This design comes from an exercise in tuning for small area, a short achievable clock period and few clock cycles on the open sky130 flow, not from production work. At most, simulation tests tie the RTL to the original design; equivalence was not proved. No activity file was given, so power comes from the tool's default toggle rates.

==> flow/design.v <==
package udp_bridge_pkg;
	typedef logic [63:0] stream_data_t;
	typedef logic [7:0]  stream_keep_t;
	typedef logic [47:0] mac_addr_t;
	typedef logic [31:0] ip_addr_t;
	typedef logic [15:0] udp_port_t;
	typedef enum logic [1:0] {
		RX_IDLE,                            
		RX_PASS,                            
		RX_DROP                             
	} rx_state_e;
	typedef enum logic {
		TX_IDLE,                            
		TX_DATA                             
	} tx_state_e;
	localparam mac_addr_t DEF_LOCAL_MAC  = 48'hba0203040506;
	localparam ip_addr_t  DEF_LOCAL_IP   = 32'hc0a8006f;     
	localparam ip_addr_t  DEF_BCAST_IP   = 32'hc0a800ff;     
	localparam udp_port_t DEF_LOCAL_PORT = 16'd10086;        
	localparam mac_addr_t BCAST_MAC      = 48'hffffffffffff;
endpackage
`timescale 1ns/100ps
`timescale 1ns/100ps
`timescale 1ns/100ps
`timescale 1ns/100ps
module udp_bridge_top #(
	parameter udp_bridge_pkg::mac_addr_t LOCAL_MAC       = udp_bridge_pkg::DEF_LOCAL_MAC,
	parameter udp_bridge_pkg::ip_addr_t  LOCAL_IP        = udp_bridge_pkg::DEF_LOCAL_IP,
	parameter udp_bridge_pkg::ip_addr_t  BCAST_IP        = udp_bridge_pkg::DEF_BCAST_IP,
	parameter udp_bridge_pkg::udp_port_t LOCAL_PORT      = udp_bridge_pkg::DEF_LOCAL_PORT,
	parameter int                        FIFO_ADDR_WIDTH = 4
) (
	input  logic                         clk,
	input  logic                         rst_n,
	input  logic                         tx_axis_tvalid,
	output logic                         tx_axis_tready,
	input  udp_bridge_pkg::stream_data_t tx_axis_tdata,
	input  udp_bridge_pkg::stream_keep_t tx_axis_tkeep,
	input  logic                         tx_axis_tlast,
	output logic                         rx_axis_tvalid,
	input  logic                         rx_axis_tready,
	output udp_bridge_pkg::stream_data_t rx_axis_tdata,
	output udp_bridge_pkg::stream_keep_t rx_axis_tkeep,
	output logic                         rx_axis_tlast,
	output logic                         udp_tx_tvalid,
	output logic                         udp_tx_tlast,
	output udp_bridge_pkg::stream_keep_t udp_tx_tkeep,
	output udp_bridge_pkg::stream_data_t udp_tx_tdata,
	output udp_bridge_pkg::mac_addr_t    udp_tx_mac_src,
	output udp_bridge_pkg::mac_addr_t    udp_tx_mac_dest,
	output udp_bridge_pkg::ip_addr_t     udp_tx_ip_src,
	output udp_bridge_pkg::ip_addr_t     udp_tx_ip_dest,
	output udp_bridge_pkg::udp_port_t    udp_tx_port_src,
	output udp_bridge_pkg::udp_port_t    udp_tx_port_dest,
	input  logic                         udp_tx_tready,
	input  logic                         udp_rx_tvalid,
	input  logic                         udp_rx_tlast,
	input  udp_bridge_pkg::stream_keep_t udp_rx_tkeep,
	input  udp_bridge_pkg::stream_data_t udp_rx_tdata,
	input  udp_bridge_pkg::mac_addr_t    udp_rx_mac_src,
	input  udp_bridge_pkg::ip_addr_t     udp_rx_ip_src,
	input  udp_bridge_pkg::ip_addr_t     udp_rx_ip_dest,
	input  udp_bridge_pkg::udp_port_t    udp_rx_port_src,
	input  udp_bridge_pkg::udp_port_t    udp_rx_port_dest,
	output logic                         udp_rx_tready
);
	logic        rx_v;
	logic [72:0] rx_q;
	logic        rx_in_pkt;       
	logic        rx_acc_q;        
	logic        accept;
	logic        pass;
	logic        rx_xfer;
	logic        rx_first_acc;
	assign accept = (udp_rx_port_dest == LOCAL_PORT) &&
	                ((udp_rx_ip_dest == LOCAL_IP) || (udp_rx_ip_dest == BCAST_IP));
	assign pass   = rx_in_pkt ? rx_acc_q : accept;
	assign udp_rx_tready = !rx_v || rx_axis_tready;
	assign rx_xfer       = udp_rx_tvalid && udp_rx_tready;
	assign rx_first_acc  = rx_xfer && !rx_in_pkt && accept;
	always_ff @(posedge clk or negedge rst_n) begin
		if (!rst_n) begin
			rx_v      <= 1'b0;
			rx_in_pkt <= 1'b0;
			rx_acc_q  <= 1'b0;
		end else begin
			if (udp_rx_tready)
				rx_v <= rx_xfer && pass;
			if (rx_xfer) begin
				rx_in_pkt <= !udp_rx_tlast;
				rx_acc_q  <= pass;
			end
		end
	end
	always_ff @(posedge clk) begin
		if (udp_rx_tready)
			rx_q <= {udp_rx_tlast, udp_rx_tkeep, udp_rx_tdata};
	end
	assign rx_axis_tvalid = rx_v;
	assign {rx_axis_tlast, rx_axis_tkeep, rx_axis_tdata} = rx_q;
	localparam logic [95:0] PEER_BCAST = {udp_bridge_pkg::BCAST_MAC, BCAST_IP, LOCAL_PORT};
	logic [95:0] peer;
	logic [95:0] peer_n;
	logic        peer_load;
	logic        peer_keep;
	assign peer_load = rx_first_acc && rst_n;
	assign peer_keep = !rx_first_acc && rst_n;
	assign peer_n    = ({96{peer_load}} & {udp_rx_mac_src, udp_rx_ip_src, udp_rx_port_src}) |
	                   ({96{peer_keep}} & peer) |
	                   ({96{!rst_n}} & PEER_BCAST);
	always_ff @(posedge clk)
		peer <= peer_n;
	udp_bridge_pkg::mac_addr_t peer_mac_n;
	udp_bridge_pkg::ip_addr_t  peer_ip_n;
	udp_bridge_pkg::udp_port_t peer_port_n;
	assign {peer_mac_n, peer_ip_n, peer_port_n} = peer_n;
	logic        tx_v;
	logic [72:0] tx_q;
	logic        tx_in_pkt;       
	udp_bridge_pkg::mac_addr_t hdr_mac;
	udp_bridge_pkg::ip_addr_t  hdr_ip;
	udp_bridge_pkg::udp_port_t hdr_port;
	assign tx_axis_tready = !tx_v || udp_tx_tready;
	always_ff @(posedge clk or negedge rst_n) begin
		if (!rst_n) begin
			tx_v      <= 1'b0;
			tx_in_pkt <= 1'b0;
		end else begin
			if (tx_axis_tready)
				tx_v <= tx_axis_tvalid;
			if (tx_axis_tvalid && tx_axis_tready)
				tx_in_pkt <= !tx_axis_tlast;
		end
	end
	always_ff @(posedge clk) begin
		if (tx_axis_tready)
			tx_q <= {tx_axis_tlast, tx_axis_tkeep, tx_axis_tdata};
	end
	always_ff @(posedge clk) begin
		if (tx_axis_tready && !tx_in_pkt) begin
			hdr_mac  <= peer_mac_n;
			hdr_ip   <= peer_ip_n;
			hdr_port <= peer_port_n;
		end
	end
	assign udp_tx_tvalid = tx_v;
	assign {udp_tx_tlast, udp_tx_tkeep, udp_tx_tdata} = tx_q;
	assign udp_tx_mac_src   = LOCAL_MAC;
	assign udp_tx_ip_src    = LOCAL_IP;
	assign udp_tx_port_src  = LOCAL_PORT;
	assign udp_tx_mac_dest  = hdr_mac;
	assign udp_tx_ip_dest   = hdr_ip;
	assign udp_tx_port_dest = hdr_port;
endmodule
clock: 5.0 ns
lec_check: 0
abc_area: 1
cap_margin: 20
core_area: 2 2 143 143
die_area: 0 0 145 145
setup_slack_margin: 2.75
slew_margin: 20
standard.sh (not shown) runs the stock make flow with config.mk's settings and CLKGATE_MAP_FILE= SYNTH_SCRIPT=/design/flow/synth_recipe.tcl, a recipe that flattens the netlist after the stock synthesis.
==> flow/flow/run.sh <==
#!/bin/bash
# The standard ORFS flow (the standard.sh, unchanged synthesis), with:
#  - ports buffered with the smallest buffer instead of the default choice
#  - clock tree built from larger clusters, without dummy loads
#  - the constant outputs driven from one shared tie cell
set -euo pipefail
export BUFFER_PORTS_ARGS="-buffer_cell sky130_fd_sc_hd__buf_1"
export PLACE_PINS_ARGS="-min_distance 1 -min_distance_in_tracks"
export CTS_ARGS="-sink_clustering_enable -repair_clock_nets -dont_use_dummy_load -sink_clustering_size 30 -sink_clustering_max_diameter 80 -buf_list {sky130_fd_sc_hd__clkbuf_4 sky130_fd_sc_hd__clkbuf_8 sky130_fd_sc_hd__clkbuf_16}"
bash standard.sh floorplan > standard_floorplan.log 2>&1
R=orfs/results/sky130hd/udp_bridge_top/base
printf 'read_db %s\nsource flow/share_ties.tcl\nwrite_db %s\n' $R/2_floorplan.odb $R/2_floorplan.odb > share_ties_run.tcl
openroad -no_init -exit share_ties_run.tcl > share_ties.log 2>&1
bash standard.sh finish > standard.log 2>&1
Other scripts of this flow, unchanged in this note and not shown: flow/flow/share_ties.tcl
Then changed:
--- a/flow/design.v
+++ b/flow/design.v
@@ -96,26 +96,30 @@
 		if (udp_rx_tready)
 			rx_q <= {udp_rx_tlast, udp_rx_tkeep, udp_rx_tdata};
 	end
 	assign rx_axis_tvalid = rx_v;
 	assign {rx_axis_tlast, rx_axis_tkeep, rx_axis_tdata} = rx_q;
-	localparam logic [95:0] PEER_BCAST = {udp_bridge_pkg::BCAST_MAC, BCAST_IP, LOCAL_PORT};
-	logic [95:0] peer;
-	logic [95:0] peer_n;
-	logic        peer_load;
-	logic        peer_keep;
-	assign peer_load = rx_first_acc && rst_n;
-	assign peer_keep = !rx_first_acc && rst_n;
-	assign peer_n    = ({96{peer_load}} & {udp_rx_mac_src, udp_rx_ip_src, udp_rx_port_src}) |
-	                   ({96{peer_keep}} & peer) |
-	                   ({96{!rst_n}} & PEER_BCAST);
-	always_ff @(posedge clk)
-		peer <= peer_n;
+	udp_bridge_pkg::mac_addr_t peer_mac;
+	udp_bridge_pkg::ip_addr_t  peer_ip;
+	udp_bridge_pkg::udp_port_t peer_port;
 	udp_bridge_pkg::mac_addr_t peer_mac_n;
 	udp_bridge_pkg::ip_addr_t  peer_ip_n;
 	udp_bridge_pkg::udp_port_t peer_port_n;
-	assign {peer_mac_n, peer_ip_n, peer_port_n} = peer_n;
+	assign peer_mac_n  = rx_first_acc ? udp_rx_mac_src  : peer_mac;
+	assign peer_ip_n   = rx_first_acc ? udp_rx_ip_src   : peer_ip;
+	assign peer_port_n = rx_first_acc ? udp_rx_port_src : peer_port;
+	always_ff @(posedge clk or negedge rst_n) begin
+		if (!rst_n) begin
+			peer_mac  <= udp_bridge_pkg::BCAST_MAC;
+			peer_ip   <= BCAST_IP;
+			peer_port <= LOCAL_PORT;
+		end else begin
+			peer_mac  <= peer_mac_n;
+			peer_ip   <= peer_ip_n;
+			peer_port <= peer_port_n;
+		end
+	end
 	logic        tx_v;
 	logic [72:0] tx_q;
 	logic        tx_in_pkt;       
 	udp_bridge_pkg::mac_addr_t hdr_mac;
 	udp_bridge_pkg::ip_addr_t  hdr_ip;
The new run ran to the end with no violations.
Hold slack stays flat.
Critical path depth does not change.
Total power goes up by 3.9%.
Final area is lower by 6.0%.
Wire length went down by 4.2%.
Worst setup slack gets better by 0.036 ns.
Global-route usage is lower by 1.6 points.
Area after synthesis is lower by 3.6%.
Sequential power came out higher by about 3%.
Clock power is about the same.
Testbench counts after the change, summed over its fixed seeds: cycles 8,840.
The RTL of the first run of this note was laid out without a check of its function.

[static timing again, ports no longer ideal]
The results above use ideal ports. As a check the final layouts listed here were re-extracted and re-timed, cells and wires unchanged.
Step 1 (the two cells are an assumption about what drives the block):
set clk [get_ports {clk}]
set_driving_cell -lib_cell sky130_fd_sc_hd__clkbuf_16 $clk
set_driving_cell -lib_cell sky130_fd_sc_hd__buf_2 [delete_from_list [all_inputs] $clk]
Step 2 moves the port delays by t, midway between the first and last clock arrival at a register: inputs arrive t later, outputs are due t later. That takes back most of the time a late clock gives input paths.
a / b / c = ideal / step 1 / step 2; a / b = the first two.
run	t, ns	setup WS [ns]	clock arrival spread, ns	worst slew at a driven data input, ns	cell pins on the clock port's net
the first run	0.538	2.638 / 2.588 / 2.259	0.025 / 0.025	0.10	1
the second run	0.523	2.674 / 2.610 / 2.262	0.041 / 0.040	0.09	1
After both steps every run listed still meets setup and hold. For the second run, which loses most, drivers alone change the setup slack by -0.064 ns; drivers and shift together by -0.412 ns.
